Context: an optimization exercise on an open-source flow, tuned for small area. The choices shown serve that exercise and are no tape-out recipe. Where RTL was checked, it was by simulation tests only, not by an equivalence proof against the original. The RTL of run 1 was laid out without a check of its function. Power figures rest on the tool's default switching activity, not on a simulated workload. The flow treats the clock pin as an ideal source, which a real chip does not have.

==> design/flow/design.v <==
module ecdh_operand_loader #(
  parameter int BW = 192,
  parameter int W = 32,
  parameter logic [BW-1:0] PRIME =
    192'hFFFFFFFFFFFFFFFFFFFFFFFFFFFFFFFEFFFFFFFFFFFFFFFF,
  parameter int TIMEOUT = 1 << 20
) (
  input  logic          clk,
  input  logic          rst,
  input  logic          in_valid,
  output logic          in_ready,
  input  logic [W-1:0]  in_data,
  input  logic          flush,
  output logic [BW-1:0] k,
  output logic [BW-1:0] Px,
  output logic [BW-1:0] Py,
  output logic          start,
  input  logic          mul_valid,
  output logic          busy,
  output logic          done,
  output logic          err,
  output logic [1:0]    err_code
);
  localparam int NW  = 3 * BW / W;      
  localparam int NWO = BW / W;          
  localparam int PW  = $clog2(NWO);     
  localparam int TW  = $clog2(TIMEOUT);
  typedef enum logic [1:0] {
    S_LOAD,
    S_CHECK,
    S_FIRE,
    S_WAIT
  } state_t;
  state_t          state_q, state_d;
  logic [PW-1:0]   pos_q, pos_d;        
  logic [1:0]      opi_q, opi_d;        
  logic [3*BW-1:0] sr_q;
  logic [TW-1:0]   wdog_q, wdog_d;
  logic            done_q, done_d;
  logic            err_q, err_d;
  logic [1:0]      code_q, code_d;
  logic            knz_q, knz_d;        
  logic            ge_q, ge_d;          
  logic            gt_q, gt_d;          
  logic            bad_q, bad_d;        
  logic            accept;
  logic [W-1:0]    pw;                  
  logic            w_eq, w_gt;
  assign k  = sr_q[3*BW-1:2*BW];
  assign Px = sr_q[2*BW-1:BW];
  assign Py = sr_q[BW-1:0];
  assign in_ready = (state_q == S_LOAD);
  assign start    = (state_q == S_FIRE);
  assign busy     = (state_q == S_WAIT);
  assign done     = done_q;
  assign err      = err_q;
  assign err_code = code_q;
  assign accept = (state_q == S_LOAD) && !flush && in_valid;
  always_ff @(posedge clk) begin
    if (accept) sr_q <= {sr_q[3*BW-W-1:0], in_data};
  end
  always_comb begin
    pw   = PRIME[BW-1-W*pos_q -: W];
    w_eq = (in_data == pw);
    w_gt = (in_data > pw);
  end
  always_comb begin
    state_d = state_q;
    pos_d   = pos_q;
    opi_d   = opi_q;
    wdog_d  = wdog_q;
    done_d  = 1'b0;
    err_d   = 1'b0;
    code_d  = code_q;
    knz_d   = knz_q;
    ge_d    = ge_q;
    gt_d    = gt_q;
    bad_d   = bad_q;
    unique case (state_q)
      S_LOAD: begin
        if (flush) begin
          pos_d = '0;
          opi_d = '0;
        end else if (in_valid) begin
          if (opi_q == 2'd0) begin
            knz_d = ((pos_q == '0) ? 1'b0 : knz_q) | (in_data != '0);
          end else begin
            if (pos_q == '0) begin
              ge_d = w_eq || w_gt;
              gt_d = w_gt;
            end else begin
              ge_d = ge_q && (gt_q || w_eq || w_gt);
              gt_d = gt_q || (ge_q && w_gt);
            end
            if (pos_q == PW'(NWO - 1))
              bad_d = ((opi_q == 2'd1) ? 1'b0 : bad_q) | ge_d;
          end
          if (pos_q == PW'(NWO - 1)) begin
            pos_d = '0;
            if (opi_q == 2'd2) begin
              opi_d   = '0;
              state_d = S_CHECK;
            end else begin
              opi_d = opi_q + 2'd1;
            end
          end else begin
            pos_d = pos_q + PW'(1);
          end
        end
      end
      S_CHECK: begin
        if (!knz_q) begin
          code_d  = 2'd1;
          err_d   = 1'b1;
          state_d = S_LOAD;
        end else if (bad_q) begin
          code_d  = 2'd2;
          err_d   = 1'b1;
          state_d = S_LOAD;
        end else begin
          code_d  = 2'd0;
          state_d = S_FIRE;
        end
      end
      S_FIRE: begin
        wdog_d  = '0;
        state_d = S_WAIT;
      end
      S_WAIT: begin
        if (mul_valid) begin
          done_d  = 1'b1;
          state_d = S_LOAD;
        end else if (wdog_q == TW'(TIMEOUT - 1)) begin
          code_d  = 2'd3;
          err_d   = 1'b1;
          state_d = S_LOAD;
        end else begin
          wdog_d = wdog_q + TW'(1);
        end
      end
      default: state_d = S_LOAD;
    endcase
  end
  always_ff @(posedge clk) begin
    wdog_q <= wdog_d;
    knz_q  <= knz_d;
    ge_q   <= ge_d;
    gt_q   <= gt_d;
    bad_q  <= bad_d;
  end
  always_ff @(posedge clk or posedge rst) begin
    if (rst) begin
      state_q <= S_LOAD;
      pos_q   <= '0;
      opi_q   <= '0;
      done_q  <= 1'b0;
      err_q   <= 1'b0;
      code_q  <= 2'd0;
    end else begin
      state_q <= state_d;
      pos_q   <= pos_d;
      opi_q   <= opi_d;
      done_q  <= done_d;
      err_q   <= err_d;
      code_q  <= code_d;
    end
  end
endmodule
==> design/flow/flow/run.sh <==
#!/bin/bash
# The standard layout (standard synthesis unchanged), with two changes:
#  - port buffers are the smallest buffer (buf_1) instead of the default pick
#  - CTS without dummy loads and with small clock buffers
# Each tool's full output goes to standard.log (and ORFS's own logs under orfs/logs).
set -o pipefail
bash standard.sh \
  'BUFFER_PORTS_ARGS=-buffer_cell sky130_fd_sc_hd__buf_1' \
  'CTS_ARGS=-sink_clustering_enable -repair_clock_nets -dont_use_dummy_load -buf_list sky130_fd_sc_hd__clkbuf_4' \
  finish > standard.log 2>&1
==> design/flow/standard.sh <==
#!/bin/bash
# synth_recipe.tcl (not shown) runs the flow's synth.tcl, then flattens the netlist and writes it again
# the make line also repeats each setting of config.mk as NAME=value (left out here)
make -C /OpenROAD-flow-scripts/flow DESIGN_CONFIG=/design/flow/config.mk WORK_HOME=/design/flow/orfs CLKGATE_MAP_FILE= SYNTH_SCRIPT=/design/flow/synth_recipe.tcl "${@:-finish}"
==> design/flow/config.mk <==
export PLATFORM = sky130hd
export DESIGN_NAME = ecdh_operand_loader
export DESIGN_NICKNAME = ecdh_operand_loader
export VERILOG_FILES = /design/flow/design.v
export SDC_FILE = /design/flow/constraint.sdc
export NUM_CORES = 4
export LEC_CHECK = 0
export CAP_MARGIN = 20
export CORE_MARGIN = 2
export CORE_UTILIZATION = 40
export SLEW_MARGIN = 20
==> design/flow/constraint.sdc <==
create_clock -name core_clock -period 5.0 [get_ports {clk}]
set_input_delay 1.0000 -clock core_clock [delete_from_list [all_inputs] [get_ports {clk}]]
set_output_delay 1.0000 -clock core_clock [all_outputs]
set_load 0.01 [all_outputs]
==> results of run 1 <==
==> through the flow <==
step                      setup WS (ns)  power, uW  cell area, sq um  setup TNS [ns]  std cells
after floorplan                  -5.276       7524             20030        -3047.72        870
after global placement            1.452       7949             23350               0       2164
after detailed placement          1.260       7995             23350               0       2164
after CTS                         1.252      11140             24520               0       2320
after global routing              1.209      11560             24530               0       2324
final                             1.574      10970             24530               0       2324
==> cell families (layout without fill, tap and decap cells) <==
kind of cell    count (synthesis)  after routing  share of synthesized area (%)
simple gates                  120            120                          3.200
fa+ha+maj                      39             39                          2.438
other cells                     0              4                              0
flops                         611            611                          91.38
compound gates                 66             66                          1.988
mux                             1              1                        0.05001
buf+inv                        20            806                         0.3750
xor+xnor                       13             13                         0.5688
==> power breakdown <==
part           internal [uW]  switching (uW)  leakage, uW  total (uW)
Sequential              6320             345      0.00560        6660
Combinational            331             881      0.00159        1210
Clock                   1400            1690     0.000713        3090
Total                   8050            2920      0.00790       11000
==> how the worst max path moves through the flow <==
stage | from | to | slack (ns) | cells past startpoint
floorplan | in_valid | sr_q[0]$_DFFE_PP_ | -5.28 | 3
global placement | pos_q[2]$_DFFE_PP0P_ | bad_q$_DFFE_PP_ | 1.45 | 7
detailed placement | pos_q[2]$_DFFE_PP0P_ | bad_q$_DFFE_PP_ | 1.26 | 7
CTS | pos_q[2]$_DFFE_PP0P_ | ge_q$_DFFE_PP_ | 1.25 | 7
global route | pos_q[2]$_DFFE_PP0P_ | ge_q$_DFFE_PP_ | 1.21 | 9
finish | register | busy | 1.57 | 3
==> Yosys cell counts (all sizes together) (2+ instances only) <==
cell type / count / area (sq um)
edfxtp: 600 / 18020
ha: 39 / 488.0
nand2: 33 / 123.9
a21oi: 23 / 115.1
nor2: 21 / 78.83
o21ai: 17 / 85.08
inv: 16 / 60.06
nand3: 12 / 60.06
dfrtp: 11 / 275.3
nor4: 11 / 68.82
nand4: 10 / 83.83
xor2: 8 / 70.07
nor3: 7 / 35.03
and3: 6 / 37.54
and4: 6 / 57.55
a31oi: 5 / 31.28
or3: 5 / 32.53
xnor2: 5 / 43.79
clkbuf: 4 / 15.01
a21o: 3 / 22.52
nor2b: 3 / 18.77
o221ai: 3 / 26.28
o22ai: 3 / 18.77
a211oi: 2 / 15.01
nand2b: 2 / 12.51
or2: 2 / 12.51
==> cell type report <==
class,count,share of cell area (%)
clock buffers,155,4.743
flip-flops and latches,611,74.56
multi-input cells,239,6.778
repair buffers,635,10.23
inverters,16,0.2601
well taps,664,3.387
diodes,4,0.04080
==> what timing repair did <==
action | 4_1_cts | 5_1_grt
endpoints found under the hold margin | 11 | 0
hold buffers | 1 | 0
endpoints found under the setup margin | 0 | 0
==> registers in the layout (all words and copies together) (netlist names), named ones only <==
signal,count
done_q,1
knz_q,1
ge_q,1
gt_q,1
bad_q,1
state_q,1
err_q,1
opi_q,2
wdog_q,20
sr_q,576
pos_q,3
code_q,2
==> metal layers <==
metal  global-route usage (%)  wire length, um  vias up
li1                         -                -     5081
met1                    21.06            18420     5456
met2                    33.35            26690      558
met3                    7.705             4448       84
met4                    8.429             1325        0
met5                        0                0        -
==> notes.md, run 1 <==
Initial DRC Count=880; maximum fanout along the worst path=20; Bufs on Longest Clock Path=3; reg2reg end=ge_q$_DFFE_PP_; RR Startpoint=pos_q[2]$_DFFE_PP0P_; reg2reg setup slack=roughly 1.6 ns; die area=51,850 sq um; Final Net Count=1,734; I/O Buffers=619; min-delay worst type=input pin to register; final hold vios=0; H-tree levels=4; Post-synth EDFFs=600; IO Count=620; Synth Flop Type=edfxtp_1; initial antenna violation count=2; Max Transition Viols Final=0; Post-CTS Resized=0; Crit Path Class=register to primary output; mean number of vias per cell=4.810; clk latency of the worst-skew pair=0.94 ns; VDD IR max=between 0.2 and 0.25 mV; core area=around 50,000 sq um; YS warnings=1; outcome=finished clean; largest net degree at the start of global routing=about 110; CP max-delay cell=dfrtp_1; Buf/Inv on CP=2; vias in the first global route=11,260; CTS Root Cell=clkbuf_4; max-cap viol count=0; Setup Buffers After CTS=0; DR WL/cell=21.89 um; detailed placement HPWL=between 30 and 40 mm; cells along the critical path=nand2_1 -> inv_1 -> buf_1; final setup fails=0; Starting Density=40.73%; commonest non-fill, non-tap cells in the layout=buf_1, edfxtp_1, clkbuf_4; cells on worst reg2reg path=7; Yosys cell types=43; layout cells sized above 1=10.99%; Final Critical Period=3.426 ns; clock skew=0.07434 ns; cell family with most CP delay=flip-flops; CP Capture Type=primary output; # DRC=0; Leak=between 0.007 and 0.008 uW; Sink Count=between 600 and 700; f_max=291.9 MHz; Area Overhead vs Synth=22.55%; RSZ-0062 raised after global routing=false; Die W=227.7 um; ys async rst share=1.800%; hold depth=1; crit path DAT=2.43 ns; most common cell after layout, fill and taps aside=buf_1; total CTS buffers=approximately 160; WHS Endpoint=sr_q[9]$_DFFE_PP_; CTS tree=done; Setup crit start kind=register; drt pass-1 iters=4; DRT Wirelength=50.88 mm; Die Span Y=around 230 um; first-pass GRT wire length=72.68 mm; Remaining Overflow, GRT=0; PD cells=447.0 nW/um^2; final antenna-violating net count=0; Mapped Cells=870; #FFs+latches synth=611; Fillers=4,176; Synth Cell Area=20,020 sq um; final period utilization=68.52%; area of the multi-input gates=1663 sq um; gp weighted congestion=0.8955; slew margin rel.=40.38%; DR vias=11,180; Syn Area/Cell=23.01 sq um; Mapped Nets=946; min-delay src=in_data[9]; max incr delay on CP=between 0.5 and 0.6 ns; Req. time, crit path=4.00 ns; worst slew pin tran=0.8925 ns; post-route core utilization=49.91%; Reg clk slew, reported paths=0.06 ns; GR Util All Layers=19.33%; hold slack=0.3700 ns; num rows=81; register area=roughly 18,000 sq um; sequential area share after synthesis=91.38%
==> inputs of run 2 (changes only) <==
--- a/design/flow/design.v
+++ b/design/flow/design.v
@@ -26,3 +26,2 @@
   localparam int PW  = $clog2(NWO);     
-  localparam int TW  = $clog2(TIMEOUT);
   typedef enum logic [1:0] {
@@ -37,3 +36,2 @@
   logic [3*BW-1:0] sr_q;
-  logic [TW-1:0]   wdog_q, wdog_d;
   logic            done_q, done_d;
@@ -41,2 +39,3 @@
   logic [1:0]      code_q, code_d;
+  logic            wdog_end;            
   logic            knz_q, knz_d;        
@@ -46,3 +45,2 @@
   logic            accept;
-  logic [W-1:0]    pw;                  
   logic            w_eq, w_gt;
@@ -61,6 +59,42 @@
   end
+  if (TIMEOUT == (1 << 20)) begin : g_lfsr
+    localparam logic [20:0] WD_END = 21'h0AABFF;
+    logic [20:0] wd_q;
+    always_ff @(posedge clk) begin
+      wd_q <= {wd_q[19] & busy, wd_q[18:0], busy & ~(wd_q[20] ^ wd_q[18])};
+    end
+    assign wdog_end = (wd_q == WD_END);
+  end else begin : g_count
+    localparam int TW = $clog2(TIMEOUT);
+    logic [TW-1:0] wd_q;
+    always_ff @(posedge clk) begin
+      wd_q <= busy ? wd_q + TW'(1) : '0;
+    end
+    assign wdog_end = (wd_q == TW'(TIMEOUT - 1));
+  end
+  function automatic logic [1:0] cmp_word(input logic [W-1:0] d,
+                                          input logic [W-1:0] c);
+    logic eq, gt;
+    eq = 1'b1;
+    gt = 1'b0;
+    for (int i = W - 1; i >= 0; i--) begin
+      gt = gt | (eq & d[i] & ~c[i]);
+      eq = eq & (d[i] ~^ c[i]);
+    end
+    cmp_word = {gt, eq};
+  endfunction
+  function automatic logic [PW-1:0] pos_inc(input logic [PW-1:0] v);
+    logic c;
+    c = 1'b1;
+    for (int i = 0; i < PW; i++) begin
+      pos_inc[i] = v[i] ^ c;
+      c = c & v[i];
+    end
+  endfunction
   always_comb begin
-    pw   = PRIME[BW-1-W*pos_q -: W];
-    w_eq = (in_data == pw);
-    w_gt = (in_data > pw);
+    w_eq = 1'b0;
+    w_gt = 1'b0;
+    for (int p = 0; p < NWO; p++) begin
+      if (pos_q == PW'(p)) {w_gt, w_eq} = cmp_word(in_data, PRIME[BW-1-W*p -: W]);
+    end
   end
@@ -70,3 +104,2 @@
     opi_d   = opi_q;
-    wdog_d  = wdog_q;
     done_d  = 1'b0;
@@ -103,6 +136,6 @@
             end else begin
-              opi_d = opi_q + 2'd1;
+              opi_d = {opi_q[0], ~opi_q[0]};   
             end
           end else begin
-            pos_d = pos_q + PW'(1);
+            pos_d = pos_inc(pos_q);
           end
@@ -125,3 +158,2 @@
       S_FIRE: begin
-        wdog_d  = '0;
         state_d = S_WAIT;
@@ -132,3 +164,3 @@
           state_d = S_LOAD;
-        end else if (wdog_q == TW'(TIMEOUT - 1)) begin
+        end else if (wdog_end) begin
           code_d  = 2'd3;
@@ -136,4 +168,2 @@
           state_d = S_LOAD;
-        end else begin
-          wdog_d = wdog_q + TW'(1);
         end
@@ -144,7 +174,6 @@
   always_ff @(posedge clk) begin
-    wdog_q <= wdog_d;
-    knz_q  <= knz_d;
-    ge_q   <= ge_d;
-    gt_q   <= gt_d;
-    bad_q  <= bad_d;
+    knz_q <= knz_d;
+    ge_q  <= ge_d;
+    gt_q  <= gt_d;
+    bad_q <= bad_d;
   end
==> design/flow/flow/run.sh (replaced) <==
#!/bin/bash
# The standard layout (standard synthesis unchanged), with two changes:
#  - port buffers are the smallest buffer (buf_1) instead of the default pick
#  - CTS without dummy loads, with one clock buffer size and sized sink clusters
# The tools' full output goes to standard.log (and ORFS's own logs under orfs/logs).
bash standard.sh \
  'BUFFER_PORTS_ARGS=-buffer_cell sky130_fd_sc_hd__buf_1' \
  'CTS_ARGS=-sink_clustering_enable -repair_clock_nets -dont_use_dummy_load -sink_clustering_size 32 -sink_clustering_max_diameter 60 -buf_list sky130_fd_sc_hd__clkbuf_16' \
  finish > standard.log 2>&1
--- a/design/flow/config.mk
+++ b/design/flow/config.mk
@@ -9,3 +9,3 @@
 export CORE_MARGIN = 2
-export CORE_UTILIZATION = 40
+export CORE_UTILIZATION = 60
 export SLEW_MARGIN = 20
==> run 2 against run 1 <==
Largest cell class unchanged. Critical path depth is 1 higher. Register-to-register slack better by 0.56 ns. Maximum frequency grew 19%. Synthesized cell count down 17%. Still clean on timing, DRC and antenna. Final area fell by 8.0%. Highest routed layer unchanged. Final cell count fell by 24%. Setup slack gained 0.56 ns.
==> notes.md, run 2 <==
Buf/Inv on CP=3; Biggest register=sr_q; Reg clk slew, reported paths=~0.080 ns; CTS tree=done; GR Util All Layers=27.33%; Final Critical Period=2.871 ns; cell family with most CP delay=buffers and inverters; most common cell after layout, fill and taps aside=buf_1; biggest area consumer among synthesized cells=edfxtp_1; #FFs+latches synth=612; maximum fanout along the worst path=216; combinational share of power=roughly 9.9%; Area Overhead vs Synth=20.33%; CP max-delay cell=clkinv_16; CTS Hold Bufs=0; clock skew=0.03455 ns; CTS Root Cell=clkbuf_16; final setup fails=0; VDD IR max=around 0.34 mV; min-delay worst type=register to register; first-pass GRT wire length=63.21 mm; H-tree levels=2; largest registers=sr_q (576), g_lfsr.wd_q (21), pos_q (3); Req. time, crit path=5.14 ns; drt pass-1 iters=5; Fin Setup TNS=0 ns; Synth top cells by count=edfxtp_1, dfxtp_1, nand2_1, dfrtp_1, nand4_1; Yosys cell types=42; Bufs on Longest Clock Path=3; # diodes=0; total CTS buffers=36; largest net degree at the start of global routing=217; final antenna-violating net count=0; final hold vios=0; ys async rst share=1.797%; Clock Power Share=26.4%; Mapped Cells=718; detailed placement HPWL=35.28 mm; vias in the first global route=approximately 9,000; Synth Flop Type=edfxtp_1; I/O Buffers=619; worst slew pin tran=0.7543 ns; Place WS=1.596 ns; core area=between 30,000 and 40,000 sq um; Starting Density=about three fifths; commonest non-fill, non-tap cells in the layout=buf_1, edfxtp_1, clkbuf_16; max reg flops=576; layout cells sized above 1=3.843%; Synth area leaders=edfxtp_1, dfxtp_1, dfrtp_1; most common cell in the netlist=edfxtp_1; num rows=64; Syn Area/Cell=26.13 sq um; post-synth top area share=92.82%; Die W=180.8 um; Die Span Y=180.8 um; Remaining Overflow, GRT=0; IO Count=620; Mapped Nets=756; f_max=348.3 MHz; DR WL/cell=25.98 um; P_int=7807 uW; Leak=0.007052 uW; Setup Buffers After CTS=0; Post-synth EDFFs=between 500 and 600; max-cap viol count=0; RSZ-0062 raised after global routing=false; Sink Count=612; Setup crit start kind=input pin; crit path DAT=3.02 ns; max incr delay on CP=0.66 ns; Final WS setup=between 2 and 2.5 ns; reg2reg setup slack=2.16 ns; DRT Wirelength=46.11 mm; DR vias=9,544; outcome=finished clean; Fillers=~1,900; Max Transition Viols Final=0; Sw Pwr=2501 uW; Crit Path Class=input pin to register; Synth Cell Area=18,760 sq um; post-route core utilization=73.62%; Final Net Count=1,419; # DRC=0; Sw Ratio=24.26%; Post-CTS Resized=0; slew margin rel.=49.25%; gp weighted congestion=between 0.9 and 1; Reg power frac=63.7%; final period utilization=57.42%; cells along the critical path=buf_1 -> nand3b_1 -> clkinv_16 -> buf_4; YS warnings=1; mean number of vias per cell=5.377; sequential area share after synthesis=96.53%; initial antenna violation count=0; die area=approximately 33,000 sq um; CP Capture Type=register; Initial DRC Count=872; clk latency of the worst-skew pair=between 0.5 and 0.6 ns; PD cells=~460 nW/um^2
==> run 2: cell types whose count changed after synthesis, sizes merged, moves of 6 or more <==
cell	change
ha	-38
edfxtp	-20
and4	-6
a21oi	-22
dfxtp	+21
xor2	-7
nor2	-9
nand3	-9
nand2	-16
inv	-9
o21ai	-7
==> run 2: layer usage <==
metal / up-vias / global-route usage [%] / routed length [um]
li1: 4184 / - / -
met1: 4740 / 31.63 / 16010
met2: 539 / 48.67 / 24370
met3: 81 / 8.184 / 4143
met4: 0 / 9.419 / 1583
met5: - / 0 / 0
==> run 2: through the flow <==
stage	total power, uW	instances	hold WS (ns)	area, sq um
finish	10310	1775	0.3290	22580
global route	10640	1775	0.3285	22580
CTS	10360	1775	0.3285	22580
detailed placement	7710	1739	0.3318	21680
global placement	7674	1739	0.3290	21680
floorplan	7161	718	0.3224	18770
==> run 2: cell families after synthesis <==
kind of cell,count (synthesis),synth area share (%)
AOI/OAI and AO/OA,21,0.8469
xor gates and xnor gates,1,0.04669
adders and majority gates,1,0.06667
buffers and inverters,9,0.2267
DFF,612,96.53
muxes,1,0.05335
and+or+nand+nor,73,2.227
==> run 2: final cells by class <==
class / count / area [sq um] / share of cell area, %
sequential: 612 / 18110 / 80.22
timing repair buffer: 627 / 2409 / 10.67
clock buffer: 36 / 900.9 / 3.990
multi-input combinational: 97 / 608.1 / 2.693
tap: 396 / 495.5 / 2.195
inverter: 7 / 52.55 / 0.2328
==> run 2: power by group through the flow <==
stage / Clock [uW] / Sequential [uW] / Combinational, uW
floorplan: 0 / 6840 / 317
global placement: 0 / 6640 / 1030
detailed placement: 0 / 6670 / 1040
CTS: 2750 / 6570 / 1040
global route: 2930 / 6620 / 1090
finish: 2720 / 6570 / 1020
==> run 2: final timing paths <==
path                                          from                       to  cells past startpoint
max                                          flush       sr_q[65]$_DFFE_PP_                      4
min                        g_lfsr.wd_q[12]$_DFF_P_  g_lfsr.wd_q[13]$_DFF_P_                      0
max reg2reg                 state_q[0]$_DFFE_PP0P_       sr_q[65]$_DFFE_PP_                      4
min reg2reg                g_lfsr.wd_q[12]$_DFF_P_  g_lfsr.wd_q[13]$_DFF_P_                      0
max in group asynchronous                      rst    code_q[0]$_DFFE_PP0P_                      2
min in group asynchronous                      rst     pos_q[1]$_DFFE_PP0P_                      2
==> inputs of run 3 (changes only) <==
--- a/design/flow/flow/run.sh
+++ b/design/flow/flow/run.sh
@@ -7,3 +7,3 @@
   'BUFFER_PORTS_ARGS=-buffer_cell sky130_fd_sc_hd__buf_1' \
-  'CTS_ARGS=-sink_clustering_enable -repair_clock_nets -dont_use_dummy_load -sink_clustering_size 32 -sink_clustering_max_diameter 60 -buf_list sky130_fd_sc_hd__clkbuf_16' \
+  'CTS_ARGS=-sink_clustering_enable -repair_clock_nets -dont_use_dummy_load -sink_clustering_size 20 -sink_clustering_max_diameter 40 -buf_list sky130_fd_sc_hd__clkbuf_8' \
   finish > standard.log 2>&1
--- a/design/flow/config.mk
+++ b/design/flow/config.mk
@@ -9,3 +9,3 @@
 export CORE_MARGIN = 2
-export CORE_UTILIZATION = 60
+export CORE_UTILIZATION = 70
 export SLEW_MARGIN = 20
==> run 3 against run 2 <==
The run now fails in 3_2_place_iop. Area after synthesis did not move. Synthesized cell count did not move.
==> notes.md, run 3 <==
adder-cell area share of the yosys netlist=0.06668%; Post-synth EDFFs=between 500 and 600; Starting Density=71.60%; Synth Area in Compound Gates=0.8469%; Synth Flop Type=edfxtp_1; Syn Area/Cell=26.13 sq um; Die Span Y=~170 um; Mapped Nets=756; Synth area leaders=edfxtp_1, dfxtp_1, dfrtp_1; post-synth top area share=just over 90%; largest family of logic cells by synthesized area=simple AND/OR/NAND/NOR gates; simple-gate portion of the synthesized area=under 10%; error msg=[ERROR PPL-0024] Number of IO pins (620) exceeds maximum number of available positions (598). Increase the die perimeter from 670.88um to 843.20um.; ys async rst share=between 1.5 and 2%; Synth top cells by count=edfxtp_1, dfxtp_1, nand2_1, dfrtp_1, nand4_1; sequential area share after synthesis=96.53%; biggest area consumer among synthesized cells=edfxtp_1; num rows=59; most common cell in the netlist=edfxtp_1; outcome=did not finish; Synth Area in XOR/XNOR=0.04668%; multiplexer share of the synthesized area=0.05335%; Mapped Cells=718; Yosys cell types=42; YS warnings=1; Fail Step=3_2_place_iop; #FFs+latches synth=roughly 600; Synth Cell Area=18,760 sq um; Die W=167.7 um
[run 3: logic make-up after synthesis]
kind of cell,after synthesis
DFF,612
and+or+nand+nor,73
AOI/OAI and AO/OA,21
buffers and inverters,9
xor gates and xnor gates,1
muxes,1
adders and majority gates,1
==> inputs of run 4 (changes only) <==
--- a/design/flow/config.mk
+++ b/design/flow/config.mk
@@ -9,3 +9,3 @@
 export CORE_MARGIN = 2
-export CORE_UTILIZATION = 70
+export CORE_UTILIZATION = 60
 export SLEW_MARGIN = 20
==> run 4 against run 3 <==
The run now finishes clean. Area after synthesis unchanged. Synthesized cell count unchanged.
==> notes.md, run 4 <==
outcome=finished clean; commonest non-fill, non-tap cells in the layout=buf_1, edfxtp_1, clkbuf_8; Synth Flop Type=edfxtp_1; core area=30,670 sq um; layout cells sized above 1=between 4 and 5%; RSZ-0062 raised after global routing=false; Post-synth EDFFs=580; Reg power frac=66.2%; Final Critical Period=2.847 ns; maximum fanout along the worst path=216; Max Transition Viols Final=0; drt pass-1 iters=6; ys async rst share=between 1.5 and 2%; biggest area consumer among synthesized cells=edfxtp_1; max-cap viol count=0; Initial DRC Count=882; max reg flops=576; Post-CTS Resized=0; register area=18,110 sq um; Crit Path Class=register to register; Synth Cell Area=between 15,000 and 20,000 sq um; Sw Ratio=24.92%; I/O Buffers=619; DR WL/cell=25.69 um; Mapped Cells=718; slew margin rel.=49.51%; sequential area share after synthesis=96.53%; vias in the first global route=9,214; min-delay worst type=register to register; PD cells=443.2 nW/um^2; gp weighted congestion=0.9161; H-tree levels=2; combinational share of power=10.3%; Syn Area/Cell=26.13 sq um; # DRC=0; Fillers=about 1,900; Die Span Y=180.8 um; #FFs+latches synth=612; GR Util All Layers=27.29%; Setup crit start kind=register; CTS Hold Bufs=0; clk latency of the worst-skew pair=0.60 ns; YS warnings=1; num rows=64; largest net degree at the start of global routing=217; Area Overhead vs Synth=19.35%; f_max=around 350 MHz; initial antenna violation count=0; most common cell in the netlist=edfxtp_1; total CTS buffers=52; final period utilization=a little under three fifths; Reg clk slew, reported paths=roughly 0.11 ns; Mapped Nets=756; most common cell after layout, fill and taps aside=buf_1; worst slew pin tran=0.7504 ns; VDD IR max=roughly 0.29 mV; post-synth top area share=between 90% and 100%; # diodes=0; Bufs on Longest Clock Path=3; Final Non-Filler Cells=1,791; Starting Density=61.18%; IO Count=620; Yosys cell types=42; DRT Wirelength=46.02 mm; Remaining Overflow, GRT=0; Synth area leaders=edfxtp_1, dfxtp_1, dfrtp_1; CTS tree=done; CP Capture Type=register; largest registers=sr_q (576), g_lfsr.wd_q (21), pos_q (3); P_int=7450 uW; first-pass GRT wire length=roughly 63 mm; CTS Root Cell=clkbuf_8; Final Net Count=1,435; mean number of vias per cell=5.352; final setup fails=0; DP Cell Count=between 1,500 and 2,000; area of the multi-input gates=608.1 sq um; Biggest register=sr_q; Synth top cells by count=edfxtp_1, dfxtp_1, nand2_1, dfrtp_1, nand4_1; Die W=180.8 um; Sink Count=612; Sw Pwr=2473 uW; Req. time, crit path=a little over 5 ns; Clock Power Share=between 20% and 30%; DR vias=9,585; Fin Setup TNS=0 ns; Setup Buffers After CTS=0; clock skew=0.04380 ns; crit path DAT=3.04 ns; detailed placement HPWL=about 35 mm; die area=roughly 33,000 sq um; final antenna-violating net count=0; Leak=0.006982 uW; final hold vios=0
run 4: metrics by stage:
step	instance area (sq um)	worst slack, ns	total power, uW	hold slack, ns	utilization, %
detailed placement	21680	1.596	7710	0.3318	70.68
global placement	21680	1.669	7674	0.3290	70.68
finish	22390	2.153	9923	0.3464	73.01
floorplan	18770	0.5205	7161	0.3224	-
CTS	22390	2.166	9983	0.3492	73.01
global route	22390	1.971	10270	0.3593	73.01
run 4: power by group through the flow:
| stage | clock (uW) | combinational, uW | sequential [uW] |
|---|---|---|---|
| 5_1_grt | 2560 | 1090 | 6620 |
| 3_3_place_gp | 0 | 1030 | 6640 |
| 3_5_place_dp | 0 | 1040 | 6670 |
| 6_report | 2340 | 1020 | 6570 |
| 2_1_floorplan | 0 | 317 | 6840 |
| 4_1_cts | 2380 | 1040 | 6560 |
run 4: logic make-up (layout without fill, tap and decap cells):
group / after synthesis / in the layout / synth area share, %
compound gates: 21 / 21 / 0.8469
xor+xnor: 1 / 1 / 0.04669
fa+ha+maj: 1 / 1 / 0.06667
buf+inv: 9 / 686 / 0.2267
flops: 612 / 612 / 96.53
mux: 1 / 1 / 0.05335
simple gates: 73 / 73 / 2.227
run 4: area by class of cell:
type,instances,share of cell area [%]
multi-input cells,97,2.716
well taps,396,2.213
inverters,7,0.2347
flip-flops and latches,612,80.89
clock buffers,52,3.196
repair buffers,627,10.76
run 4: path summary, 6_finish.rpt:
check	start	to	slack, ns	cells after the start
worst max-delay path	register	sr_q[193]$_DFFE_PP_	2.15	4
worst min-delay path	g_lfsr.wd_q[16]$_DFF_P_	g_lfsr.wd_q[17]$_DFF_P_	0.35	0
worst max register to register	register	sr_q[193]$_DFFE_PP_	2.15	4
min in group asynchronous	rst	pos_q[0]$_DFFE_PP0P_	0.38	2
max in group asynchronous	rst	state_q[0]$_DFFE_PP0P_	4.25	2
worst min register to register	g_lfsr.wd_q[16]$_DFF_P_	g_lfsr.wd_q[17]$_DFF_P_	0.35	0
run 4: critical path: stages (launching register included):
cell	delay, ns
dfrtp_1	0.47
nor2_2	0.17
nand3b_1	0.45
clkinv_16	0.66
buf_4	0.65
run 4: per-layer routing:
layer	track usage, %	vias up	routed length [um]
li1	-	4206	-
met1	31.85	4783	15940
met2	47.97	507	24220
met3	8.244	89	4123
met4	10.06	0	1728
met5	0	-	0
==> inputs of run 5 (changes only) <==
--- a/design/flow/flow/run.sh
+++ b/design/flow/flow/run.sh
@@ -7,3 +7,3 @@
   'BUFFER_PORTS_ARGS=-buffer_cell sky130_fd_sc_hd__buf_1' \
-  'CTS_ARGS=-sink_clustering_enable -repair_clock_nets -dont_use_dummy_load -sink_clustering_size 20 -sink_clustering_max_diameter 40 -buf_list sky130_fd_sc_hd__clkbuf_8' \
+  'CTS_ARGS=-sink_clustering_enable -repair_clock_nets -dont_use_dummy_load -sink_clustering_size 16 -sink_clustering_max_diameter 50 -buf_list sky130_fd_sc_hd__clkbuf_8' \
   finish > standard.log 2>&1
--- a/design/flow/config.mk
+++ b/design/flow/config.mk
@@ -7,2 +7,3 @@
 export LEC_CHECK = 0
+export ABC_AREA = 1
 export CAP_MARGIN = 20
==> run 5 against run 4 <==
Hold slack worse by 0.016 ns. Via count up 3.1%. Maximum frequency up 4.7%. Flip-flop and latch count unchanged. Count of clock-buffer cells in the layout down 6. Global-route usage up 0.29 points. Critical path type is now register to primary output. Largest cell class unchanged. First-iteration DRC count up 5.4%. Combinational power up 25%. Setup slack better by 0.13 ns. Non-clock buffer count up 1. Power up 3.5%. Sequential share of layout area down 0.18 points.
==> notes.md, run 5 <==
Mapped Cells=between 700 and 800; DR vias=9,885; DP Cell Count=about 1,800; min-delay src=g_lfsr.wd_q[12]$_DFF_P_; Area Overhead vs Synth=19.02%; worst slew pin tran=between 0.6 and 0.7 ns; Reg clk slew, reported paths=0.09 ns; largest net degree at the start of global routing=between 100 and 150; min-delay worst type=register to register; Syn Area/Cell=24.18 sq um; VDD IR max=0.3046 mV; max reg flops=~580; cell family with most CP delay=flip-flops; hold depth=0; I/O Buffers=619; drt pass-1 iters=5; largest registers=sr_q (576), g_lfsr.wd_q (21), pos_q (3); Final Critical Period=2.718 ns; clock skew=0.04323 ns; IO Count=620; most common cell after layout, fill and taps aside=buf_1; design area=approximately 22,000 sq um; mean number of vias per cell=5.343; layout cells sized above 1=under 10%; PD cells=457.5 nW/um^2; biggest area consumer among synthesized cells=edfxtp_1; maximum fanout along the worst path=7; YS warnings=1; Sw Pwr=~2700 uW; max-cap viol count=0; num rows=64; # diodes=0; Final Non-Filler Cells=1,850; Die W=181.3 um; Setup crit start kind=register; Reg power frac=65.9%; Fillers=1,926; Biggest register=sr_q; Final Net Count=1,494; Bufs on Longest Clock Path=3; CTS Root Cell=clkbuf_8; max incr delay on CP=0.50 ns; Req. time, crit path=4.00 ns; H-tree levels=2; Yosys cell types=20; GR Util All Layers=between 20 and 30%; f_max=367.9 MHz; commonest non-fill, non-tap cells in the layout=buf_1, edfxtp_1, nand2_1; Fin Setup TNS=0 ns; final hold vios=0; cells on worst reg2reg path=4; detailed placement HPWL=35.92 mm; Pwr Total=10,270 uW; Setup Buffers After CTS=0; outcome=finished clean; post-synth top area share=92.36%; Die Span Y=181.3 um; # DRC=0; CTS Hold Bufs=0; DRT Wirelength=approximately 46 mm; final antenna-violating net count=0; Max Transition Viols Final=0; Sink Count=612; CP max-delay cell=dfrtp_1; reg2reg end=sr_q[443]$_DFFE_PP_; #FFs+latches synth=612; final period utilization=54.36%; Synth Flop Type=edfxtp_1; Post-CTS Resized=0; slew margin rel.=53.69%; CP Capture Type=primary output; Sw Ratio=26.57%; DR WL/cell=roughly 25 um; Synth top cells by count=edfxtp_1, nand2_1, nor2_1, inv_1, dfxtp_1; Remaining Overflow, GRT=0; reg2reg setup slack=2.67 ns; P_int=7540 uW; first-pass GRT wire length=64.25 mm; gp weighted congestion=0.9217; crit path DAT=roughly 1.7 ns; core area=30,750 sq um; combinational share of power=12.3%; CTS tree=done; sequential area share after synthesis=96.05%; Leak=0.007051 uW; Post-synth EDFFs=580; total CTS buffers=46; vias in the first global route=9,428; hold slack=0.3304 ns; Synth area leaders=edfxtp_1, dfxtp_1, dfrtp_1; Buf/Inv on CP=2; die area=32,860 sq um; Starting Density=61.32%; WHS Endpoint=g_lfsr.wd_q[13]$_DFF_P_; Initial DRC Count=930; clk latency of the worst-skew pair=0.59 ns; RR Startpoint=state_q[0]$_DFFE_PP0P_; Crit Path Class=register to primary output; Clock Power Share=21.7%; initial antenna violation count=0; cells along the critical path=nand2_1 -> inv_1 -> buf_1; Cell Area, Placed=21,810 sq um; Synth Cell Area=18,860 sq um; final setup fails=0; Mapped Nets=818; ys async rst share=about 1.8%; RSZ-0062 raised after global routing=false; most common cell in the netlist=edfxtp_1
==> run 5: per-layer routing <==
metal	vias to the layer above	GRT usage [%]	share of wire, %
met2	537	49.38	54
met5	-	0	0
met1	4932	31.24	33
met3	88	8.466	9.5
li1	4328	-	-
met4	0	10.24	3.8
==> run 5: cell type report <==
type / count / area [sq um] / area share (%)
timing repair buffer: 628 / 2441 / 10.88
sequential: 612 / 18110 / 80.70
tap: 396 / 495.5 / 2.208
multi-input combinational: 139 / 648.1 / 2.888
clock buffer: 46 / 633.1 / 2.821
inverter: 29 / 112.6 / 0.5018
==> run 5: stage by stage <==
step	setup slack, ns	utilization, %
2_1_floorplan	-5.271	-
3_3_place_gp	2.076	70.93
3_5_place_dp	2.027	70.93
4_1_cts	2.260	72.99
5_1_grt	2.151	72.99
6_report	2.282	72.99
==> run 5: power by group through the flow <==
| stage | logic, uW | clock network, uW | registers (uW) |
|---|---|---|---|
| final | 1270 | 2230 | 6770 |
| after global routing | 1360 | 2450 | 6840 |
| after CTS | 1290 | 2270 | 6770 |
| after detailed placement | 1280 | 0 | 6880 |
| after global placement | 1270 | 0 | 6840 |
| after floorplan | 374 | 0 | 7280 |
==> run 5: cells by family (layout without fill, tap and decap cells) <==
group           count (synthesis)  count (layout)  share of synthesized area [%]
compound gates                 18              18                         0.5308
fa+ha+maj                       1               1                        0.06634
buf+inv                        29             703                         0.5772
flops                         612             612                          96.05
simple gates                  120             120                          2.774
==> run 5: how the worst max path moves through the flow <==
stage                      startpoint  cells after the start             endpoint  slack, ns
3_5_place_dp                    flush                      5  sr_q[537]$_DFFE_PP_       2.03
3_3_place_gp                    flush                      5  sr_q[570]$_DFFE_PP_       2.08
5_1_grt        state_q[0]$_DFFE_PP0P_                      3                 busy       2.15
4_1_cts        state_q[0]$_DFFE_PP0P_                      3                 busy       2.26
6_report       state_q[0]$_DFFE_PP0P_                      3                 busy       2.28
2_1_floorplan                   flush                      3    sr_q[0]$_DFFE_PP_      -5.27
==> inputs of run 6 (changes only) <==
--- a/design/flow/config.mk
+++ b/design/flow/config.mk
@@ -7,3 +7,2 @@
 export LEC_CHECK = 0
-export ABC_AREA = 1
 export CAP_MARGIN = 20
==> run 6 against run 5 <==
Still clean. Flip-flop and latch count unchanged. Register-to-register slack worse by 0.51 ns. Sequential share of layout area up 0.48 points. Critical path depth up 1. Highest routed layer unchanged.
==> notes.md, run 6 <==
GRT met1 Usage=31.57%; detailed placement HPWL=between 30 and 40 mm; Synth Flop Type=edfxtp_1; Max Transition Viols Final=0; core area=~30,000 sq um; Area Overhead vs Synth=18.90%; Synth Cell Area=18,760 sq um; cell family with most CP delay=buffers and inverters; Yosys cell types=42; outcome=finished clean; I/O Buffers=619; combinational share of power=a little over a tenth; max incr delay on CP=0.66 ns; largest registers=sr_q (576), g_lfsr.wd_q (21), pos_q (3); sequential area share after synthesis=between 90% and 100%; clock skew=0.03914 ns; final period utilization=56.72%; hold depth=0; Bufs on Longest Clock Path=3; crit path launch=state_q[0]$_DFFE_PP0P_; Initial DRC Count=~930; VDD IR max=0.2802 mV; DRT Wirelength=45.92 mm; CP Capture Type=register; Setup crit start kind=register; GR Util All Layers=27.16%; DR WL/cell=25.73 um; Post-CTS Resized=0; Remaining Overflow, GRT=0; Place WS=1.596 ns; Req. time, crit path=around 5.2 ns; Setup Buffers After CTS=0; cells along the critical path=nor2_2 -> nand3b_1 -> clkinv_16 -> buf_4; #FFs+latches synth=612; busiest layer in global routing=met2; final hold vios=0; worst slew pin tran=slightly below 0.8 ns; RSZ-0062 raised after global routing=false; crit path DAT=3.04 ns; # DRC=0; total CTS buffers=46; met2 GRT Util=roughly half; area of the multi-input gates=608.1 sq um; most common cell after layout, fill and taps aside=buf_1; Leak=0.006939 uW; layout cells sized above 1=under 10%; H-tree levels=2; clk latency of the worst-skew pair=0.57 ns; register area=18,110 sq um; biggest area consumer among synthesized cells=edfxtp_1; Crit path depth=4; CP max-delay cell=clkinv_16; Die W=~180 um; P_int=7348 uW; Reg clk slew, reported paths=0.09 ns; Mapped Cells=718; Final Critical Period=2.836 ns; Sink Count=between 600 and 700; Reg power frac=between 60% and 70%; die area=32,700 sq um; initial antenna violation count=0; Die Span Y=between 150 and 200 um; CTS Hold Bufs=0; Buf/Inv on CP=2; PD cells=approximately 440 nW/um^2; largest net degree at the start of global routing=217; Mapped Nets=756; drt pass-1 iters=5; Starting Density=about three fifths; slew margin rel.=between 40% and 50%; final antenna-violating net count=0; Clock Power Share=22.6%; met3 usage=roughly 8.5%; min-delay worst type=register to register; post-synth top area share=92.82%; f_max=352.6 MHz; Synth area leaders=edfxtp_1, dfxtp_1, dfrtp_1; gp weighted congestion=0.9161; final setup fails=0; max-cap viol count=0; Fillers=1,938; Biggest register=sr_q; Crit Path Class=register to register; commonest non-fill, non-tap cells in the layout=buf_1, edfxtp_1, clkbuf_8; Fin Setup TNS=0 ns; Sw Ratio=~25%; Synth top cells by count=edfxtp_1, dfxtp_1, nand2_1, dfrtp_1, nand4_1; post-route core utilization=72.74%; RR Startpoint=state_q[0]$_DFFE_PP0P_; Syn Area/Cell=between 20 and 30 sq um; # diodes=0; vias in the first global route=9,166; max reg flops=between 500 and 600; IO Count=620; CTS Root Cell=clkbuf_8; ys async rst share=between 1.5 and 2%; YS warnings=1; DR vias=9,483; maximum fanout along the worst path=between 200 and 250; Post-synth EDFFs=580; Sw Pwr=2453 uW; first-pass GRT wire length=62.89 mm; CTS tree=done; cells on worst reg2reg path=4; most common cell in the netlist=edfxtp_1; num rows=64; mean number of vias per cell=between 5 and 6; Final Net Count=1,429; Final WS setup=roughly 2.2 ns; min-delay src=g_lfsr.wd_q[16]$_DFF_P_
==> run 6: cell types whose count changed after synthesis, moves of 2 or more <==
cell / delta
nor2_1: -26
nand2_1: -33
o21ai_0: -3
a21oi_1: -3
nor2b_1: +4
and3_1: +2
nor4_1: +3
inv_1: -23
nand4_1: +5
nand3_1: -10
==> run 6: layout make-up <==
cell class | count | share of cell area [%]
timing repair buffer | 627 | 10.80
clock buffer | 46 | 2.838
tap | 396 | 2.221
multi-input combinational | 97 | 2.726
sequential | 612 | 81.18
inverter | 7 | 0.2355
==> run 6: routing by layer <==
layer,share of wire (%),routed length [um]
met5,0,0
met4,3.2,1463
met3,9.0,4128
met2,53,24280
met1,35,16050
==> run 6: power by group through the flow <==
stage	logic (uW)	clock network, uW	registers [uW]
after floorplan	317	0	6840
after global placement	1030	0	6640
after detailed placement	1040	0	6670
after CTS	1040	2250	6560
after global routing	1090	2420	6620
final	1020	2220	6560
==> run 6: worst paths after layout <==
kind / endpoint / slack [ns]
min reg2reg: g_lfsr.wd_q[17]$_DFF_P_ / 0.33
max in group asynchronous: pos_q[1]$_DFFE_PP0P_ / 4.24
min in group asynchronous: state_q[0]$_DFFE_PP0P_ / 0.41
min: g_lfsr.wd_q[17]$_DFF_P_ / 0.33
max reg2reg: sr_q[104]$_DFFE_PP_ / 2.16
max: sr_q[104]$_DFFE_PP_ / 2.16
==> run 6: stage by stage <==
stage                     std cells  hold WS [ns]  total power, uW  instance area, sq um
final                          1785        0.3328             9801                 22310
after global placement         1739        0.3290             7674                 21680
after global routing           1785        0.3456            10140                 22310
after CTS                      1785        0.3318             9853                 22310
after floorplan                 718        0.3224             7161                 18770
after detailed placement       1739        0.3318             7710                 21680
==> run 6: kinds of logic after synthesis <==
family / after synthesis / synth area share (%)
compound gates: 21 / 0.8469
fa+ha+maj: 1 / 0.06667
mux: 1 / 0.05335
flops: 612 / 96.53
xor+xnor: 1 / 0.04669
buf+inv: 9 / 0.2267
simple gates: 73 / 2.227
==> inputs of run 7 (changes only) <==
--- a/design/flow/flow/run.sh
+++ b/design/flow/flow/run.sh
@@ -7,3 +7,3 @@
   'BUFFER_PORTS_ARGS=-buffer_cell sky130_fd_sc_hd__buf_1' \
-  'CTS_ARGS=-sink_clustering_enable -repair_clock_nets -dont_use_dummy_load -sink_clustering_size 16 -sink_clustering_max_diameter 50 -buf_list sky130_fd_sc_hd__clkbuf_8' \
+  'CTS_ARGS=-sink_clustering_enable -repair_clock_nets -dont_use_dummy_load -sink_clustering_size 36 -sink_clustering_max_diameter 45 -buf_list sky130_fd_sc_hd__clkbuf_16' \
   finish > standard.log 2>&1
==> run 7 against run 6 <==
Setup slack better by 0.0054 ns. Wire length up 1.2%. Highest routed layer unchanged. Still clean. Critical path type is now input pin to register. Clock power grew 41%.
==> notes.md, run 7 <==
outcome=finished clean; IO Count=620; Final Net Count=around 1,400; commonest non-fill, non-tap cells in the layout=buf_1, edfxtp_1, clkbuf_16; Sw Ratio=approximately a quarter; num rows=64; post-route core utilization=74.43%; die area=32,700 sq um; maximum fanout along the worst path=216; Sink Count=approximately 610; I/O Buffers=619; design area=roughly 23,000 sq um; mean number of vias per cell=roughly 5.4; GR Util All Layers=approximately 28%; Max Transition Viols Final=0; slew margin rel.=48.60%; Reg clk slew, reported paths=0.08 ns; Leak=0.007175 uW; crit path launch=flush; Remaining Overflow, GRT=0; # diodes=0; Pwr Total=approximately 11,000 uW; largest registers=sr_q (576), g_lfsr.wd_q (21), pos_q (3); Biggest register=sr_q; Crit Path Class=input pin to register; CTS Hold Bufs=0; VDD IR max=0.3073 mV; reg2reg end=sr_q[29]$_DFFE_PP_; biggest area consumer among synthesized cells=edfxtp_1; final setup fails=0; met2 GRT Util=between 40% and 50%; H-tree levels=2; most common cell after layout, fill and taps aside=buf_1; clk latency of the worst-skew pair=roughly 0.56 ns; total CTS buffers=46; Synth Flop Type=edfxtp_1; core area=30,670 sq um; Die W=180.8 um; vias in the first global route=9,229; YS warnings=1; #FFs+latches synth=612; max-cap viol count=0; post-synth top area share=92.82%; cells on worst reg2reg path=4; reg2reg setup slack=2.21 ns; clock skew=~0.032 ns; CTS tree=done; Reg power frac=61.3%; DR WL/cell=roughly 26 um; most common cell in the netlist=edfxtp_1; gp weighted congestion=0.9161; Setup crit start kind=input pin; f_max=between 300 and 400 MHz; Bufs on Longest Clock Path=3; Initial DRC Count=1,005; RSZ-0062 raised after global routing=false; Synth area leaders=edfxtp_1, dfxtp_1, dfrtp_1; Synth Cell Area=18,760 sq um; Mapped Cells=718; Synth top cells by count=edfxtp_1, dfxtp_1, nand2_1, dfrtp_1, nand4_1; Yosys cell types=42; ys async rst share=1.797%; GRT met1 Usage=31.87%; crit path DAT=~3.0 ns; worst slew pin tran=between 0.7 and 0.8 ns; Die Span Y=180.8 um; layout cells sized above 1=4.536%; initial antenna violation count=0; max reg flops=576; combinational share of power=9.6%; sequential area share after synthesis=between 90% and 100%; CP max-delay cell=clkinv_16; Req. time, crit path=5.16 ns; Fin Setup TNS=0 ns; met3 usage=8.748%; Sw Pwr=approximately 2600 uW; Starting Density=61.18%; final period utilization=56.61%; final antenna-violating net count=0; final hold vios=0; first-pass GRT wire length=63.90 mm; Final Critical Period=roughly 2.8 ns; Syn Area/Cell=26.13 sq um; detailed placement HPWL=roughly 35 mm; RR Startpoint=state_q[0]$_DFFE_PP0P_; # DRC=0; min-delay worst type=register to register; Cell Area, Placed=21,680 sq um; Worst Setup EP=sr_q[29]$_DFFE_PP_; P_int=8149 uW; Post-CTS Resized=0; largest net degree at the start of global routing=217; Post-synth EDFFs=580; Clock Power Share=29.2%; Setup Buffers After CTS=0; DRT Wirelength=46.48 mm; max incr delay on CP=0.65 ns; Area Overhead vs Synth=21.67%; CP Capture Type=register; drt pass-1 iters=5; busiest layer in global routing=met2; Mapped Nets=756; PD cells=470.0 nW/um^2; cells along the critical path=buf_1 -> nand3b_1 -> clkinv_16 -> buf_4; DR vias=9,624; Fillers=1,881; CTS Root Cell=clkbuf_16
run 7: final cells by class:
cell class	instances	area, sq um	share of cell area, %
repair buffers	627	2409	10.55
inverters	7	52.55	0.2302
multi-input cells	97	608.1	2.664
clock buffers	46	1151	5.042
well taps	396	495.5	2.170
flip-flops and latches	612	18110	79.34
run 7: metal layers:
layer	wire length (um)	share of wire, %
met1	15960	34
met2	24330	52
met3	4313	9.3
met4	1870	4.0
met5	0	0
run 7: through the flow:
step | setup slack, ns | instances | hold WS, ns
2_1_floorplan | 0.5205 | 718 | 0.3224
3_3_place_gp | 1.669 | 1739 | 0.3290
3_5_place_dp | 1.596 | 1739 | 0.3318
4_1_cts | 2.152 | 1785 | 0.3459
5_1_grt | 1.973 | 1785 | 0.3523
6_report | 2.169 | 1785 | 0.3425
run 7: critical path, delay by kind of cell:
kind                   cells  cell delay [ns]
buffers and inverters      3             1.42
AND/OR/NAND/NOR            1             0.54
run 7: cells by family after synthesis:
kind of cell | after synthesis | synth area share (%)
AO/OA/AOI/OAI | 21 | 0.8469
AND/OR/NAND/NOR | 73 | 2.227
multiplexers | 1 | 0.05335
flip-flops | 612 | 96.53
buffers and inverters | 9 | 0.2267
adder cells (fa/ha/maj) | 1 | 0.06667
XOR/XNOR | 1 | 0.04669
run 7: power groups by stage:
| stage | logic, uW | clock network (uW) | registers (uW) |
|---|---|---|---|
| 6_report | 1030 | 3130 | 6570 |
| 3_3_place_gp | 1030 | 0 | 6640 |
| 3_5_place_dp | 1040 | 0 | 6670 |
| 2_1_floorplan | 317 | 0 | 6840 |
| 4_1_cts | 1040 | 3180 | 6570 |
| 5_1_grt | 1090 | 3350 | 6630 |
run 7: worst min-delay path by stage:
stage / cells past startpoint / endpoint / startpoint / slack, ns
floorplan: 0 / g_lfsr.wd_q[11]$_DFF_P_ / g_lfsr.wd_q[10]$_DFF_P_ / 0.32
global placement: 0 / g_lfsr.wd_q[13]$_DFF_P_ / g_lfsr.wd_q[12]$_DFF_P_ / 0.33
detailed placement: 0 / g_lfsr.wd_q[17]$_DFF_P_ / g_lfsr.wd_q[16]$_DFF_P_ / 0.33
CTS: 0 / g_lfsr.wd_q[13]$_DFF_P_ / g_lfsr.wd_q[12]$_DFF_P_ / 0.35
global route: 0 / g_lfsr.wd_q[13]$_DFF_P_ / g_lfsr.wd_q[12]$_DFF_P_ / 0.35
finish: 0 / g_lfsr.wd_q[13]$_DFF_P_ / g_lfsr.wd_q[12]$_DFF_P_ / 0.34
==> inputs of run 8 (changes only) <==
--- a/design/flow/flow/run.sh
+++ b/design/flow/flow/run.sh
@@ -7,3 +7,3 @@
   'BUFFER_PORTS_ARGS=-buffer_cell sky130_fd_sc_hd__buf_1' \
-  'CTS_ARGS=-sink_clustering_enable -repair_clock_nets -dont_use_dummy_load -sink_clustering_size 36 -sink_clustering_max_diameter 45 -buf_list sky130_fd_sc_hd__clkbuf_16' \
+  'CTS_ARGS=-sink_clustering_enable -repair_clock_nets -dont_use_dummy_load -sink_clustering_size 36 -sink_clustering_max_diameter 120 -buf_list sky130_fd_sc_hd__clkbuf_16' \
   finish > standard.log 2>&1
==> run 8 against run 7 <==
Still clean. First-iteration DRC count shrank 4.3%. Power fell by 10%. Critical path depth is the same. Final area down 2.8%. Clock power decreased by 34%. Count of clock-buffer cells in the layout down 26. Critical path type unchanged. Largest power group unchanged.
==> notes.md, run 8 <==
outcome=finished clean; Bufs on Longest Clock Path=3; hold slack=0.3480 ns; CP max-delay cell=clkinv_16; Syn Area/Cell=26.13 sq um; Sw Ratio=24.77%; Max Transition Viols Final=0; commonest non-fill, non-tap cells in the layout=buf_1, edfxtp_1, dfxtp_1; biggest area consumer among synthesized cells=edfxtp_1; Final Net Count=1,403; post-synth top area share=92.82%; Initial DRC Count=between 900 and 1,000; Mapped Nets=between 700 and 800; Crit Path Class=input pin to register; Post-synth EDFFs=580; Sink Count=612; Setup Buffers After CTS=0; max reg flops=approximately 580; slew margin rel.=50.00%; Fin Setup TNS=0 ns; Synth Area in XOR/XNOR=0.04668%; Synth Flop Type=edfxtp_1; Starting Density=61.18%; Die Span Y=roughly 180 um; worst slew pin tran=0.7431 ns; final setup fails=0; PD cells=434.6 nW/um^2; CP Capture Type=register; Clock Power Share=21.3%; Crit path depth=4; combinational share of power=about a tenth; ys async rst share=approximately 1.8%; min-delay src=g_lfsr.wd_q[12]$_DFF_P_; Synth Cell Area=18,760 sq um; GR Util All Layers=26.87%; hold depth=0; I/O Buffers=619; #FFs+latches synth=612; vias in the first global route=between 8,000 and 9,000; layout cells sized above 1=2.715%; RR Startpoint=state_q[0]$_DFFE_PP0P_; DRT Wirelength=45.53 mm; Pwr Total=9639 uW; clk latency of the worst-skew pair=0.56 ns; clock skew=~0.017 ns; crit path launch=flush; largest registers=sr_q (576), g_lfsr.wd_q (21), pos_q (3); Synth Area in Compound Gates=0.8469%; crit path DAT=3.01 ns; most common cell in the netlist=edfxtp_1; Remaining Overflow, GRT=0; Mapped Cells=slightly above 700; detailed placement HPWL=between 30 and 40 mm; most common cell after layout, fill and taps aside=buf_1; drt pass-1 iters=5; final antenna-violating net count=0; # diodes=0; first-pass GRT wire length=62.41 mm; Reg power frac=between 60% and 70%; adder-cell area share of the yosys netlist=less than 1%; multiplexer share of the synthesized area=0.05335%; CTS tree=done; num rows=64; Synth area leaders=edfxtp_1, dfxtp_1, dfrtp_1; Reg clk slew, reported paths=around 0.12 ns; sequential area share after synthesis=96.53%; gp weighted congestion=0.9161; CTS Hold Bufs=0; Final Critical Period=2.823 ns; post-route core utilization=72.31%; YS warnings=1; CTS Root Cell=clkbuf_16; Setup crit start kind=input pin; Leak=between 0.006 and 0.007 uW; Post-CTS Resized=0; # DRC=0; DR vias=9,444; IO Count=620; cells on worst reg2reg path=4; largest net degree at the start of global routing=217; final hold vios=0; cells along the critical path=buf_1 -> nand3b_1 -> clkinv_16 -> buf_4; final period utilization=56.46%; Yosys cell types=42; f_max=354.2 MHz; max-cap viol count=0; Biggest register=sr_q; RSZ-0062 raised after global routing=false; mean number of vias per cell=5.369; VDD IR max=approximately 0.32 mV; max incr delay on CP=0.65 ns; maximum fanout along the worst path=216; simple-gate portion of the synthesized area=2.227%; min-delay worst type=register to register; core area=roughly 31,000 sq um; DR WL/cell=between 20 and 30 um; Area Overhead vs Synth=18.20%; Buf/Inv on CP=3; H-tree levels=1; P_int=7252 uW; cell family with most CP delay=buffers and inverters; Req. time, crit path=5.19 ns; initial antenna violation count=0; total CTS buffers=20; largest family of logic cells by synthesized area=simple AND/OR/NAND/NOR gates; Synth top cells by count=edfxtp_1, dfxtp_1, nand2_1, dfrtp_1, nand4_1; Sw Pwr=2387 uW; Die W=around 180 um; die area=32,700 sq um
run 8: cell counts after synthesis:
Identical to the previous run, type by type.
run 8: metal layers:
metal  wire length [um]  share of wire [%]  track usage, %
met5                  0                  0               0
met4               1459                3.2           8.258
met3               3920                8.6           7.619
met2              24170                 53           48.14
met1              15990                 35           31.59
run 8: cell families after synthesis:
family,Yosys count
simple gates,73
compound gates,21
mux,1
fa+ha+maj,1
flops,612
buf+inv,9
xor+xnor,1
run 8: stage by stage:
step | worst slack (ns) | instances | area, sq um
finish | 2.177 | 1759 | 22180
CTS | 2.173 | 1759 | 22180
global route | 1.959 | 1759 | 22180
floorplan | 0.5205 | 718 | 18770
detailed placement | 1.596 | 1739 | 21680
global placement | 1.669 | 1739 | 21680
run 8: final timing paths:
path                                           end  slack [ns]
max                             sr_q[28]$_DFFE_PP_        2.18
min                        g_lfsr.wd_q[13]$_DFF_P_        0.35
max reg2reg                     sr_q[28]$_DFFE_PP_        2.19
min reg2reg                g_lfsr.wd_q[13]$_DFF_P_        0.35
max in group asynchronous   state_q[0]$_DFFE_PP0P_        4.24
min in group asynchronous     pos_q[2]$_DFFE_PP0P_        0.43
run 8: power by group through the flow:
stage	logic [uW]	clock network (uW)	registers, uW
3_3_place_gp	1030	0	6640
6_report	1020	2060	6560
2_1_floorplan	317	0	6840
4_1_cts	1040	2090	6560
5_1_grt	1090	2240	6620
3_5_place_dp	1040	0	6670
run 8: worst register-to-register path, cell delays in order, from the launching register on:
cell,delay (ns)
dfrtp_1,0.47
nor2_2,0.20
nand3b_1,0.45
clkinv_16,0.65
buf_4,0.68
run 8: area by class of cell:
type	instances	area (sq um)
clock buffer	20	500.5
sequential	612	18110
multi-input combinational	97	608.1
tap	396	495.5
timing repair buffer	627	2409
fill	1955	8492
inverter	7	52.55
==> inputs of run 9 (changes only) <==
--- a/design/flow/flow/run.sh
+++ b/design/flow/flow/run.sh
@@ -7,3 +7,3 @@
   'BUFFER_PORTS_ARGS=-buffer_cell sky130_fd_sc_hd__buf_1' \
-  'CTS_ARGS=-sink_clustering_enable -repair_clock_nets -dont_use_dummy_load -sink_clustering_size 36 -sink_clustering_max_diameter 120 -buf_list sky130_fd_sc_hd__clkbuf_16' \
+  'CTS_ARGS=-sink_clustering_enable -repair_clock_nets -dont_use_dummy_load -sink_clustering_size 33 -sink_clustering_max_diameter 120 -buf_list sky130_fd_sc_hd__clkbuf_16' \
   finish > standard.log 2>&1
==> run 9 against run 8 <==
Largest cell class unchanged. Synthesized cell count unchanged. Setup slack got worse by 0.022 ns. Critical path type is now register to register. Register-to-register slack got worse by 0.03 ns. Still clean on timing, DRC and antenna. Hold slack better by 0.0046 ns. Largest power group unchanged. Core utilization increased by 0.16 points. Via count barely moved.
==> notes.md, run 9 <==
GR Util All Layers=26.82%; Final Critical Period=2.844 ns; maximum fanout along the worst path=roughly 220; Final Net Count=1,405; Die W=180.8 um; drt pass-1 iters=5; cell family with most CP delay=buffers and inverters; detailed placement HPWL=35.28 mm; clk latency of the worst-skew pair=0.56 ns; commonest non-fill, non-tap cells in the layout=buf_1, edfxtp_1, clkbuf_16; Crit Path Class=register to register; Max Transition Viols Final=0; H-tree levels=1; PD cells=437.0 nW/um^2; Synth area leaders=edfxtp_1, dfxtp_1, dfrtp_1; Crit path depth=4; max reg flops=576; ys async rst share=~1.8%; hold slack=0.3526 ns; first-pass GRT wire length=62.38 mm; DR WL/cell=around 26 um; Mapped Cells=718; min-delay worst type=register to register; #FFs+latches synth=612; Worst Setup EP=sr_q[106]$_DFFE_PP_; core area=30,670 sq um; crit path launch=state_q[0]$_DFFE_PP0P_; mean number of vias per cell=5.358; Bufs on Longest Clock Path=3; cells along the critical path=nor2_2 -> nand3b_1 -> clkinv_16 -> buf_4; final antenna-violating net count=0; # diodes=0; CP max-delay cell=clkinv_16; layout cells sized above 1=approximately 2.9%; most common cell in the netlist=edfxtp_1; Post-synth EDFFs=580; CTS Root Cell=clkbuf_16; Sink Count=just over 600; Post-CTS Resized=0; Syn Area/Cell=between 20 and 30 sq um; Fillers=1,952; clock skew=between 0.06 and 0.07 ns; Die Span Y=180.8 um; DRT Wirelength=45.50 mm; Area Overhead vs Synth=18.47%; DR vias=9,436; Synth top cells by count=edfxtp_1, dfxtp_1, nand2_1, dfrtp_1, nand4_1; final period utilization=56.89%; worst slew pin tran=0.7454 ns; largest registers=sr_q (576), g_lfsr.wd_q (21), pos_q (3); RSZ-0062 raised after global routing=false; total CTS buffers=22; Fin Setup TNS=0 ns; most common cell after layout, fill and taps aside=buf_1; outcome=finished clean; Starting Density=roughly three fifths; final setup fails=0; Setup crit start kind=register; reg2reg setup slack=2.16 ns; VDD IR max=around 0.3 mV; sequential area share after synthesis=a little over nine tenths; Buf/Inv on CP=2; die area=~33,000 sq um; cells on worst reg2reg path=4; IO Count=620; CTS Hold Bufs=0; RR Startpoint=state_q[0]$_DFFE_PP0P_; max-cap viol count=0; largest net degree at the start of global routing=about 220; Remaining Overflow, GRT=0; Biggest register=sr_q; max incr delay on CP=0.65 ns; vias in the first global route=9,004; gp weighted congestion=0.9161; Yosys cell types=42; final hold vios=0; reg2reg end=sr_q[106]$_DFFE_PP_; crit path DAT=3.02 ns; CTS tree=done; num rows=64; f_max=approximately 350 MHz; biggest area consumer among synthesized cells=edfxtp_1; slew margin rel.=between 40% and 50%; initial antenna violation count=0; I/O Buffers=between 600 and 700; Synth Flop Type=edfxtp_1; YS warnings=1; Mapped Nets=756; Synth Cell Area=approximately 19,000 sq um; Setup Buffers After CTS=0; Req. time, crit path=just over 5 ns; Reg clk slew, reported paths=0.11 ns; # DRC=0; Initial DRC Count=975; post-synth top area share=92.82%; Leak=0.006879 uW; CP Capture Type=register
## run 9: changes by cell type in the layout (fill, tap and decap cells not counted), sizes merged
cell,before,now
clkbuf,20,22
## run 9: routing by layer
metal	up-vias	GRT usage, %	routed length (um)
met3	74	7.478	3955
met2	487	48.35	24260
li1	4145	-	-
met5	-	0	0
met1	4730	31.31	15790
met4	0	8.290	1493
## run 9: area by class of cell
| type | count | area [sq um] | share of cell area [%] |
|---|---|---|---|
| flip-flops and latches | 612 | 18110 | 81.49 |
| repair buffers | 627 | 2409 | 10.84 |
| multi-input cells | 97 | 608.1 | 2.736 |
| clock buffers | 22 | 550.5 | 2.477 |
| well taps | 396 | 495.5 | 2.229 |
| inverters | 7 | 52.55 | 0.2364 |
## run 9: worst min-delay path by stage
| stage | startpoint | cells after the start | to |
|---|---|---|---|
| floorplan | g_lfsr.wd_q[10]$_DFF_P_ | 0 | g_lfsr.wd_q[11]$_DFF_P_ |
| global placement | g_lfsr.wd_q[12]$_DFF_P_ | 0 | g_lfsr.wd_q[13]$_DFF_P_ |
| detailed placement | g_lfsr.wd_q[16]$_DFF_P_ | 0 | g_lfsr.wd_q[17]$_DFF_P_ |
| CTS | g_lfsr.wd_q[8]$_DFF_P_ | 0 | g_lfsr.wd_q[9]$_DFF_P_ |
| global route | g_lfsr.wd_q[8]$_DFF_P_ | 0 | g_lfsr.wd_q[9]$_DFF_P_ |
| finish | g_lfsr.wd_q[8]$_DFF_P_ | 0 | g_lfsr.wd_q[9]$_DFF_P_ |
## run 9: cells by family after synthesis
group                    after synthesis  share of synthesized area, %
XOR/XNOR                               1                       0.04669
buffers and inverters                  9                        0.2267
adder cells (fa/ha/maj)                1                       0.06667
AO/OA/AOI/OAI                         21                        0.8469
AND/OR/NAND/NOR                       73                         2.227
multiplexers                           1                       0.05335
flip-flops                           612                         96.53
## run 9: report_power, final
group	leakage, uW	internal [uW]	switching (uW)	total [uW]
logic	0.00103	237	786	1020
clock network	0.000271	801	1330	2130
registers	0.00558	6280	281	6560
## run 9: through the flow
step	std cells	total power, uW	instance area (sq um)	util, %	setup slack [ns]
CTS	1761	9762	22230	72.47	2.147
floorplan	718	7161	18770	-	0.5205
finish	1761	9713	22230	72.47	2.156
global route	1761	10030	22230	72.47	1.958
global placement	1739	7674	21680	70.68	1.669
detailed placement	1739	7710	21680	70.68	1.596

re-timing with driven ports:
In the flow no input, the clock included, has a driving cell. The finished layouts below were timed again as built, in two steps.
Step 1, drivers: a clkbuf_16 drives clk and a buf_2 each remaining input, both assumed.
Step 2 moves the port delays by t, midway between the first and last clock arrival at a register: inputs arrive t later, outputs are due t later. That takes back most of the time a late clock gives input paths.
Three values: no drivers, after step 1, after step 2; two values: the first two.
run | t (ns) | setup WS [ns] | worst register clock-pin slew, ns
run 1 | 0.962 | 1.574 / 1.526 / 1.603 | 0.07 / 0.07
run 2 | 0.561 | 2.129 / 2.140 / 1.578 | 0.10 / 0.10
run 4 | 0.617 | 2.153 / 2.153 / 1.549 | 0.11 / 0.11
run 5 | 0.612 | 2.282 / 2.234 / 2.021 | 0.10 / 0.10
run 6 | 0.603 | 2.164 / 2.164 / 1.582 | 0.10 / 0.10
run 7 | 0.590 | 2.169 / 2.184 / 1.594 | 0.09 / 0.09
run 8 | 0.594 | 2.177 / 2.188 / 1.594 | 0.12 / 0.12
run 9 | 0.583 | 2.156 / 2.156 / 1.600 | 0.12 / 0.12
After both steps setup and hold are still met in every run listed. The setup slack of run 4, which loses most, moves by 0.000 ns with the drivers and by -0.604 ns with both steps.
